This is an optimization exercise on Yosys and OpenROAD, whose aim is small area, a short achievable clock period and few clock cycles, not a production implementation. The RTL was checked by simulation tests, not by an equivalence proof against the original design. Power and IR drop assume default switching activity.

## the reference run
==> flow/design.v (excerpt) <==
module line_edit_buffer (
    input  logic               i_clk,
    input  logic               i_rst_n,
    input  logic               i_cmd_valid,
    output logic               o_cmd_ready,
    input  logic [3:0]         i_cmd_kind,
    input  logic [7:0]         i_cmd_char_in,
    output logic               o_res_valid,
    input  logic               i_res_ready,
    output logic               o_res_accepted,
    output logic [6:0]         o_res_cursor_col,
    output logic [6:0]         o_res_line_length,
    output logic [15:0]        o_res_line_number,
    output logic               o_res_char_valid,
    output logic [7:0]         o_res_char_out,
    output logic               o_res_last
);
==> flow/config.mk <==
export PLATFORM = sky130hd
export DESIGN_NAME = line_edit_buffer
export DESIGN_NICKNAME = line_edit_buffer
export VERILOG_FILES = /design/flow/design.v
export SDC_FILE = /design/flow/constraint.sdc
export NUM_CORES = 4
export LEC_CHECK = 0
export CAP_MARGIN = 20
export CORE_MARGIN = 2
export CORE_UTILIZATION = 35
export SETUP_SLACK_MARGIN = 2.9
export SLEW_MARGIN = 20
export SYNTH_HIERARCHICAL = 1
==> flow/constraint.sdc <==
create_clock -name core_clock -period 5.0 [get_ports {i_clk}]
set_input_delay 1.0000 -clock core_clock [delete_from_list [all_inputs] [get_ports {i_clk}]]
set_output_delay 1.0000 -clock core_clock [all_outputs]
set_load 0.01 [all_outputs]
standard.sh (not shown) runs the stock make flow with config.mk's settings and CLKGATE_MAP_FILE= SYNTH_SCRIPT=/design/flow/synth_recipe.tcl, a recipe that flattens the netlist after the stock synthesis.
==> flow/flow/run.sh <==
#!/bin/bash
# The standard layout (standard.sh), with two changes:
# - the input and output ports are buffered with buf_2 cells. The default pick,
#   clkdlybuf4s50_1, is a slow delay cell, and the platform's footprint-matched resizing
#   cannot swap it for a faster buffer later.
# - clock tree synthesis clusters up to 20 sinks within 80 um per leaf buffer and adds no
#   dummy loads: about half the clock buffers of the default, with the same insertion delay
#   and flip-flop clock slews near 90 ps.
# The whole make output goes to run_standard.log here; ORFS keeps each step's log under orfs/logs.
set -euo pipefail
export BUFFER_PORTS_ARGS="-buffer_cell sky130_fd_sc_hd__buf_2"
export CTS_ARGS="-sink_clustering_enable -repair_clock_nets -sink_clustering_size 20 -sink_clustering_max_diameter 80 -dont_use_dummy_load"
bash standard.sh > run_standard.log 2>&1
Testbench counts of the reference run, summed over its fixed seeds: cycles 21,059.
> inputs changed (the reference run -> the trial run)
-- flow/design.v --
<<< the reference run, line 161
    assign k_enter = r_a_k[lineb_pkg::KIND_ENTER];
    logic [6:0]  r_col, r_len;
    logic [15:0] r_lines;
    logic [6:0]  r_dcnt;           
>>> the trial run, line 161
    assign k_enter = r_a_k[lineb_pkg::KIND_ENTER];
    logic [6:0]  r_col, r_len;
    logic [6:0]  r_ncol, r_nlen, col_i, len_i;
    logic [15:0] r_lines;
    logic [6:0]  r_dcnt;           
<<< the reference run, line 190
    assign fire     = r_a_v && out_free && !r_drain;
    assign dfire    = r_drain && out_free;
    assign col_is3  = (r_col == 7'd3);
    assign col_end1 = (r_col == r_len + 7'd1);
    assign len_zero = (r_len == 7'd0);
    assign ok_ins   = k_ins && !r_len[6];
    assign ok_bs    = k_bs && !r_home;
    assign ok_del   = k_del && !r_end;
    assign ok_tab   = k_tab && (r_len <= 7'd59);
    assign ok_left  = k_left && !r_home;
    assign ok_right = k_right && !r_end;
>>> the trial run, line 191
    assign fire     = r_a_v && out_free && !r_drain;
    assign dfire    = r_drain && out_free;
    assign col_i    = ~r_ncol;
    assign len_i    = ~r_nlen;
    assign col_is3  = (col_i == 7'd3);
    assign col_end1 = (col_i == len_i + 7'd1);
    assign len_zero = (len_i == 7'd0);
    assign ok_ins   = k_ins && !len_i[6];
    assign ok_bs    = k_bs && !r_home;
    assign ok_del   = k_del && !r_end;
    assign ok_tab   = k_tab && (len_i <= 7'd59);
    assign ok_left  = k_left && !r_home;
    assign ok_right = k_right && !r_end;
<<< the reference run, line 205
    assign acc      = ok_ins || ok_bs || ok_del || ok_tab || ok_left || ok_right
                   || (k_home && !r_home) || (k_end && !r_end) || k_enter;
    assign col_p1 = r_col + 7'd1;
    assign col_m1 = r_col - 7'd1;
    assign col_p5 = r_col + 7'd5;
    assign len_p1 = r_len + 7'd1;
    assign len_m1 = r_len - 7'd1;
    assign len_p5 = r_len + 7'd5;
    assign len_p2 = r_len + 7'd2;
    assign n_col = ({7{col_up1}} & col_p1)
                 | ({7{col_dn1}} & col_m1)
>>> the trial run, line 208
    assign acc      = ok_ins || ok_bs || ok_del || ok_tab || ok_left || ok_right
                   || (k_home && !r_home) || (k_end && !r_end) || k_enter;
    assign col_p1 = col_i + 7'd1;
    assign col_m1 = col_i - 7'd1;
    assign col_p5 = col_i + 7'd5;
    assign len_p1 = len_i + 7'd1;
    assign len_m1 = len_i - 7'd1;
    assign len_p5 = len_i + 7'd5;
    assign len_p2 = len_i + 7'd2;
    assign n_col = ({7{col_up1}} & col_p1)
                 | ({7{col_dn1}} & col_m1)
<<< the reference run, line 217
                 | ({7{k_home || k_enter}} & 7'd2)
                 | ({7{k_end}}   & len_p2)
                 | ({7{!(col_up1 || col_dn1 || ok_tab || k_home || k_enter || k_end)}} & r_col);
    assign n_len = ({7{ok_ins}} & len_p1)
                 | ({7{is_rm}}  & len_m1)
                 | ({7{ok_tab}} & len_p5)
                 | ({7{!(ok_ins || is_rm || ok_tab || k_enter)}} & r_len);
    always_comb begin
        n_home = r_home;
>>> the trial run, line 220
                 | ({7{k_home || k_enter}} & 7'd2)
                 | ({7{k_end}}   & len_p2)
                 | ({7{!(col_up1 || col_dn1 || ok_tab || k_home || k_enter || k_end)}} & col_i);
    assign n_len = ({7{ok_ins}} & len_p1)
                 | ({7{is_rm}}  & len_m1)
                 | ({7{ok_tab}} & len_p5)
                 | ({7{!(ok_ins || is_rm || ok_tab || k_enter)}} & len_i);
    always_comb begin
        n_home = r_home;
<<< the reference run, line 241
    assign le_up5 = r_p_le[2] ? {r_p_le[1:0], 5'b0} : {3'b111, r_p_le[6:3]};
    for (genvar a = 1; a <= 8; a++) begin : g_llt
        assign len_lt[a-1] = (r_len[6:3] < 4'(a));
    end
    for (genvar b = 0; b <= 6; b++) begin : g_lle
        assign len_le[b] = (r_len[2:0] <= 3'(b));
    end
    assign n_p_lt = ({8{col_up1}} & lt_up1)
>>> the trial run, line 244
    assign le_up5 = r_p_le[2] ? {r_p_le[1:0], 5'b0} : {3'b111, r_p_le[6:3]};
    for (genvar a = 1; a <= 8; a++) begin : g_llt
        assign len_lt[a-1] = (len_i[6:3] < 4'(a));
    end
    for (genvar b = 0; b <= 6; b++) begin : g_lle
        assign len_le[b] = (len_i[2:0] <= 3'(b));
    end
    assign n_p_lt = ({8{col_up1}} & lt_up1)
<<< the reference run, line 268
        end else begin
            if (fire && k_enter) begin
                r_drain <= (r_len > 7'd1);
            end else if (dfire) begin
                r_drain <= (r_dcnt != 7'd1);
>>> the trial run, line 271
        end else begin
            if (fire && k_enter) begin
                r_drain <= (len_i > 7'd1);
            end else if (dfire) begin
                r_drain <= (r_dcnt != 7'd1);
<<< the reference run, line 290
            r_col     <= 7'd2;
            r_len     <= 7'd0;
            r_home    <= 1'b1;
            r_end     <= 1'b1;
>>> the trial run, line 293
            r_col     <= 7'd2;
            r_len     <= 7'd0;
            r_ncol    <= ~7'd2;
            r_nlen    <= ~7'd0;
            r_home    <= 1'b1;
            r_end     <= 1'b1;
<<< the reference run, line 313
                r_col  <= n_col;
                r_len  <= n_len;
                r_home <= n_home;
                r_end  <= n_end;
>>> the trial run, line 318
                r_col  <= n_col;
                r_len  <= n_len;
                r_ncol <= ~n_col;
                r_nlen <= ~n_len;
                r_home <= n_home;
                r_end  <= n_end;
<<< the reference run, line 337
            r_acc  <= acc;
            r_cv   <= enter_chars;
            r_last <= !k_enter || (r_len <= 7'd1);
            r_char <= enter_chars ? cell0_next : 8'd0;
        end else if (dfire) begin
>>> the trial run, line 344
            r_acc  <= acc;
            r_cv   <= enter_chars;
            r_last <= !k_enter || (len_i <= 7'd1);
            r_char <= enter_chars ? cell0_next : 8'd0;
        end else if (dfire) begin
### Flow results
- Clock network fraction of total power across the trial run and the reference run: no real change.
- Compared with the reference run, in the trial run register bit total from synthesis went up 14, via count normalized by instance count held, logic depth of the worst setup path including buffers went up 7, power went up about 2.4%.
Testbench counts of the trial run, summed over its fixed seeds: cycles 21,059.

[afterwards: timing with drivers on the ports]
The results above use ideal ports. As a check the final layouts listed here were re-extracted and re-timed, cells and wires unchanged.
Step 1 sets driving cells, clkbuf_16 on the clock port and buf_2 on the other inputs (assumed; they add their load-dependent delay and slew).
Step 2 adds t to the input delays and takes it off the output delays; t is the mean of the earliest and latest rising clock arrival at the registers after step 1. Input paths then give back, and output paths get back, about the clock's delay inside the block.
a / b / c = ideal ports / drivers / drivers and shift; a / b = the first two.
run | shift t [ns] | slack for setup (ns) | worst register clock-pin slew, ns | pins driven straight from the clock port
the reference run | 0.663 | 2.861 / 2.795 / 2.420 | 0.09 / 0.09 | 1
the trial run | 0.660 | 2.821 / 2.817 / 2.340 | 0.10 / 0.10 | 1
After both steps every run listed still meets setup and hold. The setup slack of the trial run, which loses most, moves by -0.004 ns with the drivers and by -0.481 ns with both steps.
